Context: an optimization exercise on an open-source flow, tuned for small area and a short achievable clock period. The choices shown serve that exercise and are no tape-out recipe.
In this exercise RTL edits were held to simulation tests only and were not proved equivalent to the original.

==> flow/design.v <==
module md_scheduler #(
    parameter int MULT_LAT = 5,
    parameter int DIV_LAT  = 10,
    parameter int CNT_W    = 4
) (
    input  logic                 clk_i,
    input  logic                 reset_n_i,
    input  logic                 start,
    input  logic [2:0]           mdop,
    input  logic [31:0]          rs_val,
    input  logic [31:0]          rt_val,
    input  logic                 md_use_d,
    output logic                 busy,
    output logic                 done,
    output logic                 stall,
    output logic [31:0]          hi,
    output logic [31:0]          lo
);
    localparam int W = 34;
    localparam logic [16:0] LA = 17'h07F80;
    logic             busy_q;
    logic [CNT_W-1:0] cnt_q;
    logic             div_q, sgn_q, sx_q;
    logic             issue_ok, op_mult, op_div, op_mthi, op_mtlo, last;
    assign op_mult  = (mdop[2:1] == 2'b00);
    assign op_div   = (mdop[2:1] == 2'b01);
    assign op_mthi  = (mdop == 3'b100);
    assign op_mtlo  = (mdop == 3'b101);
    assign issue_ok = start & ~busy_q;
    assign last     = (cnt_q == '0);
    always_ff @(posedge clk_i or negedge reset_n_i) begin
        if (!reset_n_i) begin
            busy_q <= 1'b0;
            cnt_q  <= '0;
        end else if (busy_q) begin
            if (last) busy_q <= 1'b0;
            cnt_q <= cnt_q - 1'b1;
        end else begin
            busy_q <= start & ~mdop[2];
            cnt_q  <= mdop[1] ? CNT_W'(DIV_LAT - 1) : CNT_W'(MULT_LAT - 1);
        end
    end
    assign busy  = busy_q;
    assign done  = busy_q & last;
    assign stall = md_use_d & (busy_q | (start & ~mdop[2]));
    logic [31:0]  y_q;           
    logic [31:0]  l_q;           
    logic [3:0]   lx_q;          
    logic [W-1:0] h_q;           
    logic         bp_q;          
    logic [31:0]  hi_q, lo_q;
    logic         dstep;         
    logic         ysg;           
    logic [W-1:0] yx;
    logic         dz;            
    assign dstep = div_q & ~last;
    assign ysg   = sgn_q & y_q[31];
    assign yx    = {ysg, ysg, y_q};
    assign dz    = (y_q == 32'd0);
    logic [3:0]   r_one, r_two, r_neg, r_xb;
    logic [W-1:0] r_a [4];
    logic [W-1:0] r_b [4];
    logic [W-1:0] r_s [4];
    logic [8:0]   bw;            
    assign bw = {l_q[7:0], bp_q};
    always_comb begin
        for (int r = 0; r < 4; r++) begin
            logic [2:0] t;
            t = bw[2*r +: 3];
            r_xb[r] = lx_q[3-r];
            if (dstep) begin
                r_one[r] = 1'b1;
                r_two[r] = 1'b0;
                r_neg[r] = dz | ~(((r == 0) ? h_q[W-1] : r_s[(r+3)%4][W-1]) ^ ysg);
            end else if (last) begin
                r_one[r] = ~div_q & ~sgn_q & bp_q;
                r_two[r] = div_q;
                r_neg[r] = div_q & ~(h_q[W-1] ^ ysg);
            end else begin
                r_one[r] = t[1] ^ t[0];
                r_two[r] = (t == 3'b100) | (t == 3'b011);
                r_neg[r] = t[2] & ~(t[1] & t[0]);
            end
        end
    end
    for (genvar r = 0; r < 4; r++) begin : g_row
        logic [W-1:0] prev;
        if (r == 0) begin : g_p0
            assign prev = h_q;
            assign r_a[r] = prev;
        end else begin : g_pn
            assign prev = r_s[r-1];
            assign r_a[r] = dstep ? {prev[W-2:0], r_xb[r]} : {prev[W-1], prev[W-1], prev[W-1:2]};
        end
        for (genvar j = 0; j < W; j++) begin : g_bit
            logic m1, m0;
            assign m1 = yx[j];
            assign m0 = (j == 0) ? 1'b0 : yx[(j == 0) ? 0 : j-1];
            assign r_b[r][j] = ((r_one[r] & m1) | (r_two[r] & m0)) ^ r_neg[r];
        end
        md_add #(.W(W), .LA(LA)) u_add (.a(r_a[r]), .b(r_b[r]), .ci(r_neg[r]), .s(r_s[r]));
    end
    logic zc, zr, take, inc;
    logic [30:0] qinc;
    logic [31:0] cq;
    assign zc   = (r_s[0][W-1:1] == '0);
    assign zr   = (h_q[W-1:1] == '0);
    assign take = ~dz & (zc | (~sx_q & h_q[W-1]) | (sx_q & ~h_q[W-1] & ~zr));
    assign inc  = take & r_neg[0];
    always_comb begin
        logic c;
        c = inc;
        for (int j = 0; j < 31; j++) begin
            qinc[j] = l_q[j] ^ c;
            c       = l_q[j] & c;
        end
    end
    logic s_in;
    assign s_in = op_div & ~mdop[0] & rs_val[31];
    always_ff @(posedge clk_i) begin
        if (!busy_q) begin
            y_q   <= rt_val;
            l_q   <= rs_val;
            lx_q  <= {4{s_in}};
            h_q   <= {W{s_in}};
            bp_q  <= 1'b0;
            div_q <= op_div;
            sgn_q <= ~mdop[0];
            sx_q  <= s_in;
        end else if (dstep) begin
            h_q  <= {r_s[3][W-2:0], l_q[31]};
            lx_q <= l_q[31:28];
            l_q  <= {l_q[27:0], r_neg[0], r_neg[1], r_neg[2], r_neg[3]};
        end else begin
            h_q  <= {r_s[3][W-1], r_s[3][W-1], r_s[3][W-1:2]};
            l_q  <= {r_s[3][1:0], r_s[2][1:0], r_s[1][1:0], r_s[0][1:0], l_q[31:8]};
            bp_q <= l_q[7];
        end
    end
    always_ff @(posedge clk_i or negedge reset_n_i) begin
        if (!reset_n_i) begin
            hi_q <= '0;
            lo_q <= '0;
        end else if (busy_q && last) begin
            hi_q <= ~div_q ? r_s[0][31:0] : take ? r_s[0][32:1] : h_q[32:1];
            lo_q <= div_q ? {qinc, ~take} : l_q;
        end else if (issue_ok && op_mthi) begin
            hi_q <= rs_val;
        end else if (issue_ok && op_mtlo) begin
            lo_q <= rs_val;
        end
    end
    assign hi = hi_q;
    assign lo = lo_q;
endmodule
module md_add #(
    parameter int W = 34,
    parameter logic [W/2-1:0] LA = '0
) (
    input  logic [W-1:0] a,
    input  logic [W-1:0] b,
    input  logic         ci,
    output logic [W-1:0] s
);
    logic [W/2:0] c;
    assign c[0] = ci;
    for (genvar k = 0; k < W/2; k++) begin : g
        logic a0, b0, a1, b1, h0, h1, g0, g1;
        assign a0 = a[2*k];   assign b0 = b[2*k];
        assign a1 = a[2*k+1]; assign b1 = b[2*k+1];
        assign h0 = a0 ^ b0;  assign g0 = a0 & b0;
        assign h1 = a1 ^ b1;  assign g1 = a1 & b1;
        if (LA[k]) begin : g_la
            assign s[2*k]   = h0 ^ c[k];
            assign s[2*k+1] = (h1 ^ g0) ^ (h0 & c[k]);
            assign c[k+1]   = g1 | (h1 & a0 & b0) | ((h1 & h0) & c[k]);
        end else begin : g_fa
            logic cm;
            assign s[2*k]   = h0 ^ c[k];
            assign cm       = g0 | (h0 & c[k]);
            assign s[2*k+1] = h1 ^ cm;
            assign c[k+1]   = g1 | (h1 & cm);
        end
    end
endmodule
Settings: LEC_CHECK=0, ABC_AREA=1, CAP_MARGIN=20, CORE_MARGIN=2, CORE_UTILIZATION=40, SLEW_MARGIN=20; clock period 110.0 ns.
standard.sh (not shown) runs the stock make flow with config.mk's settings and CLKGATE_MAP_FILE= SYNTH_SCRIPT=/design/flow/synth_recipe.tcl, a recipe that flattens the netlist after the stock synthesis.
==> flow/flow/run.sh <==
#!/bin/bash
set -o pipefail
export BUFFER_PORTS_ARGS="-buffer_cell sky130_fd_sc_hd__buf_1"
export CTS_ARGS="-sink_clustering_enable -repair_clock_nets -dont_use_dummy_load"
bash standard.sh finish > standard.log 2>&1
The first run passed the timing, design-rule and antenna checks.
Next try:
==> flow/flow/run.sh (replaced) <==
#!/bin/bash
set -o pipefail
export BUFFER_PORTS_ARGS="-buffer_cell sky130_fd_sc_hd__buf_1"
export CTS_ARGS="-sink_clustering_enable -repair_clock_nets -dont_use_dummy_load -buf_list sky130_fd_sc_hd__clkbuf_8 -sink_buffer_max_cap_derate 0.5"
bash standard.sh finish > standard.log 2>&1
GPL_TIMING_DRIVEN = 0   (was unset)
Effect: Critical path depth came out higher by 171. Worst setup slack loses 120 ps. Via count came out higher by 6.2%. Design area came out higher by about 0.8%. Core utilization came out higher by 0.34 points. First-iteration DRC count came out higher by about 10%.

==> separate check: timing with driven ports <==
How much do the figures lean on ideal ports? The routed layouts below were timed once more, with nothing changed but the port constraints. Step 1 assumes that a clkbuf_16 drives the clock port and a buf_2 every other input. Step 2, shift: input delay + t, output delay - t, t = (earliest + latest rising clock arrival at the registers) / 2. This alone moves slack from input paths to output paths. Slacks: ideal / step 1 / step 2; pairs: ideal / step 1.
run	t, ns	setup WS [ns]	slew at the worst register clock pin (ns)	pins driven straight from the clock port
the first run	0.487	65.454 / 65.431 / 65.431	0.08 / 0.08	1
the second run	0.570	65.338 / 65.333 / 65.333	0.12 / 0.12	1
After both steps setup and hold are still met in every run listed. The setup slack of the first run, which loses most, moves by -0.023 ns with the drivers and by -0.023 ns with both steps.
